What follows belongs to an exercise in optimizing a design on an open flow for small area, a short achievable clock period and few clock cycles; a production flow would make more cautious choices. Only simulation tests tie the RTL to the original design; equivalence was not proved.

== P ==
// e_mdu_multicycle
module e_mdu_multicycle (
  input  logic        i_clk,
  input  logic        i_reset_n,
  input  logic [31:0] i_srcA,
  input  logic [31:0] i_srcB,
  input  logic [4:0]  i_mduOp,
  input  logic        i_start,
  input  logic        i_flush,
  output logic [31:0] or_hi,
  output logic [31:0] or_lo,
  output logic [31:0] or_result,
  output logic        or_busy,
  output logic        o_done
);
  localparam int DIV_K  = 4;                         
  localparam int DIV_NC = (32 + DIV_K - 1) / DIV_K;   
  localparam int QW     = DIV_K * DIV_NC;            
  localparam int CntW   = $clog2(DIV_NC);
  logic              busy_q, done_q;
  logic [31:0]       hi_q, lo_q;
  logic [31:0]       rem_q, dsr_q;
  logic [QW-1:0]     quo_q;
  logic [CntW-1:0]   cnt_q;
  logic              negq_q, negr_q;
  logic              dshow_q;          
  logic [31:0]       hi_v, lo_v;       
  logic accept;
  logic op_mul, op_div, op_acc, op_sub, mul_sgn, div_sgn, op_mthi, op_mtlo;
  assign accept  = i_start && !i_flush && !busy_q;
  assign op_mul  = (i_mduOp == MDU_MULT) || (i_mduOp == MDU_MULTU) ||
                   (i_mduOp == MDU_MADD) || (i_mduOp == MDU_MADDU) ||
  ...
Settings: LEC_CHECK=0, CAP_MARGIN=20, CORE_MARGIN=2, CORE_UTILIZATION=30, SLEW_MARGIN=20, SYNTH_HIERARCHICAL=1; clock period 110.0 ns.
run.sh (not shown) runs the stock make flow with config.mk's settings and CLKGATE_MAP_FILE= SYNTH_SCRIPT=/design/flow/synth_recipe.tcl, a recipe that flattens the netlist after the stock synthesis.
P closes out successfully: all stages finished, all timing, DRC and antenna checks passed.
Testbench counts of P, summed over its fixed seeds: cycles 6,156.
The inputs of Q differ from those of P as listed below.
==> flow/flow/run.sh (new file) <==
#!/bin/bash
set -e
cp standard.sh flow_standard_copy.txt
echo 'export BUFFER_PORTS_ARGS = -buffer_cell sky130_fd_sc_hd__buf_2' >> config.mk
export BUFFER_PORTS_ARGS="-buffer_cell sky130_fd_sc_hd__buf_2"
bash standard.sh > standard.log 2>&1
==> flow/standard.sh (new file) <==
#!/bin/bash
# synth_recipe.tcl (not shown) runs the flow's synth.tcl, then flattens the netlist and writes it again
# the make line also repeats each setting of config.mk as NAME=value (left out here)
make -C /OpenROAD-flow-scripts/flow DESIGN_CONFIG=/design/flow/config.mk WORK_HOME=/design/flow/orfs CLKGATE_MAP_FILE= SYNTH_SCRIPT=/design/flow/synth_recipe.tcl "${@:-finish}"
-- flow/config.mk --
<<< P, line 12
export SYNTH_HIERARCHICAL = 1
>>> Q, line 12
export SYNTH_HIERARCHICAL = 1
export BUFFER_PORTS_ARGS = -buffer_cell sky130_fd_sc_hd__buf_2
removed: flow/run.sh
Against P, total met2 wirelength after detailed routing in Q fell by a few percent. As far as count of cell types in the netlist goes, Q and P are indistinguishable; the numbers are identical. Against P, overall routed net length in Q came out better. Diff Q..P | total negative setup slack | unchanged. Changes observed in Q relative to P: global placement routability congestion went down about 0.8%. Design area, P and Q, lower one = Q.


== v4 ==
e_mdu_multicycle, a different RTL version from the one above (not shown whole).
Size in the first run: about 5,500 cells after synthesis, roughly 170 I/O pins.
Settings: LEC_CHECK=0, CAP_MARGIN=20, CORE_MARGIN=2, CORE_UTILIZATION=30, SLEW_MARGIN=20, SYNTH_HIERARCHICAL=1, BUFFER_PORTS_ARGS=-buffer_cell sky130_fd_sc_hd__buf_2, SETUP_SLACK_MARGIN=65.8; clock period 110.0 ns.
standard.sh (not shown) runs the stock make flow with config.mk's settings and CLKGATE_MAP_FILE= SYNTH_SCRIPT=/design/flow/synth_recipe.tcl, a recipe that flattens the netlist after the stock synthesis.
==> flow/flow/run.sh <==
#!/bin/bash
set -e
cp standard.sh flow_standard_copy.txt
echo 'export BUFFER_PORTS_ARGS = -buffer_cell sky130_fd_sc_hd__buf_2' >> config.mk
echo 'export SETUP_SLACK_MARGIN = 65.8' >> config.mk
bash standard.sh > standard.log 2>&1
Testbench counts of v4, summed over its fixed seeds: cycles 6,156.
Inputs modified between v4 and v31:
Settings: clearing SETUP_SLACK_MARGIN, which used to be 65.8.
==> flow/flow/run.sh <==
#!/bin/bash
set -e
cp standard.sh flow_standard_copy.txt
echo 'export BUFFER_PORTS_ARGS = -buffer_cell sky130_fd_sc_hd__buf_2' >> config.mk
export BUFFER_PORTS_ARGS="-buffer_cell sky130_fd_sc_hd__buf_2"
bash standard.sh > standard.log 2>&1
### Flow results
v31 completed; timing, DRC and antenna clean
Both conditions hold for v4: the flow ran to the end and the final layout passed the timing, DRC and antenna checks.
Sort v31 and v4 by worst setup slack, ascending, and v31 comes first.
Ratio of final minimum period to clock period came out higher on v31 than on v4.
Between v4 and v31, the global-route track usage on met1 figures differ only marginally.
On utilization, v31 tracks v4 almost exactly.
Comparing v31 with v4, the footprint of the multi-input gates came out essentially unchanged.
Largest fanout on the critical path came out higher on v31 than on v4.


## try-maple
e_mdu_multicycle, a different RTL version from the one above (not shown whole).
Size: roughly 5,500 cells after synthesis, ~47,000 um^2 of cells after synthesis.
clock: 110.0 ns
lec_check: 0
cap_margin: 20
core_margin: 2
core_utilization: 50
slew_margin: 20
synth_hierarchical: 1
buffer_ports_args: -buffer_cell sky130_fd_sc_hd__buf_2
setup_slack_margin: 65.8
==> flow/flow/run.sh <==
#!/bin/bash
set -e
cp standard.sh flow_standard_copy.txt
echo 'export BUFFER_PORTS_ARGS = -buffer_cell sky130_fd_sc_hd__buf_2' >> config.mk
echo 'export SETUP_SLACK_MARGIN = 65.8' >> config.mk
bash standard.sh > standard.log 2>&1
Testbench counts of try-maple, summed over its fixed seeds: cycles 6,156.
The inputs of try-raven differ from those of try-maple as listed below.
- setting PRE_GLOBAL_PLACE_TCL to /design/flow/flow/pre_gpl.tcl for the first time
- setting GPL_TIMING_DRIVEN to 0 for the first time
==> flow/flow/run.sh <==
#!/bin/bash
set -e
cp standard.sh flow_standard_copy.txt
echo 'export BUFFER_PORTS_ARGS = -buffer_cell sky130_fd_sc_hd__buf_2' >> config.mk
echo 'export SETUP_SLACK_MARGIN = 65.8' >> config.mk
echo "export PRE_GLOBAL_PLACE_TCL = $(pwd)/flow/pre_gpl.tcl" >> config.mk
bash standard.sh > standard.log 2>&1
==> flow/flow/pre_gpl.tcl (new file) <==
# Global placement runs without timing-driven buffering here, so take out synthesis's
# buffers first, as the timing-driven mode would; repair_design re-buffers what needs it.
remove_buffers
Notes after the runs:
- try-raven ran to completion and came out clean on the timing, DRC and antenna checks.
- More vias were needed by try-maple than by try-raven.
- The final reports for try-raven and try-maple show filler cell count in the final layout lower in the former.
- try-raven vs try-maple: final area up slightly
- Re number of multi-input combinational cells in the layout: no difference whatsoever between try-raven and try-maple.
Input-level comparison between try-sierra and try-raven:
- clearing PRE_GLOBAL_PLACE_TCL, which used to be /design/flow/flow/pre_gpl.tcl
- clearing GPL_TIMING_DRIVEN, which used to be 0
- swapping 20 for 10 in SLEW_MARGIN
- swapping 20 for 10 in CAP_MARGIN
==> flow/flow/run.sh <==
#!/bin/bash
set -e
cp standard.sh flow_standard_copy.txt
echo 'export BUFFER_PORTS_ARGS = -buffer_cell sky130_fd_sc_hd__buf_2' >> config.mk
echo 'export SETUP_SLACK_MARGIN = 65.8' >> config.mk
bash standard.sh > standard.log 2>&1
removed: flow/flow/pre_gpl.tcl
--- outcome ---
- try-sierra vs try-raven — utilization dropped 1.1 points.
- Compared with try-raven, the router placed more vias in try-sierra.

what the ideal ports hide:
Ports are ideal in the flow. The routed layouts listed here were re-timed in OpenROAD.
Step 1: set_driving_cell puts a clkbuf_16 on i_clk and a buf_2 on each other input, an assumption about the parent block.
Step 2 moves the port delays by t, midway between the first and last clock arrival at a register: inputs arrive t later, outputs are due t later. That takes back most of the time a late clock gives input paths.
a / b / c = ideal ports / drivers / drivers and shift; a / b = the first two.
run | t, ns | slack for setup (ns) | clock arrival spread, ns
P | 0.572 | 63.506 / 63.484 / 63.484 | 0.018 / 0.018
Q | 0.570 | 64.514 / 64.495 / 64.495 | 0.011 / 0.010
v4 | 0.599 | 65.080 / 64.813 / 64.813 | 0.041 / 0.041
v31 | 0.599 | 64.623 / 64.489 / 64.489 | 0.035 / 0.035
try-maple | 0.550 | 65.012 / 64.905 / 64.905 | 0.021 / 0.021
try-raven | 0.525 | 64.976 / 64.811 / 64.811 | 0.021 / 0.022
try-sierra | 0.541 | 65.014 / 64.903 / 64.903 | 0.028 / 0.028
After both steps every run listed still meets setup and hold. The setup slack of v4, which loses most, moves by -0.267 ns with the drivers and by -0.267 ns with both steps.
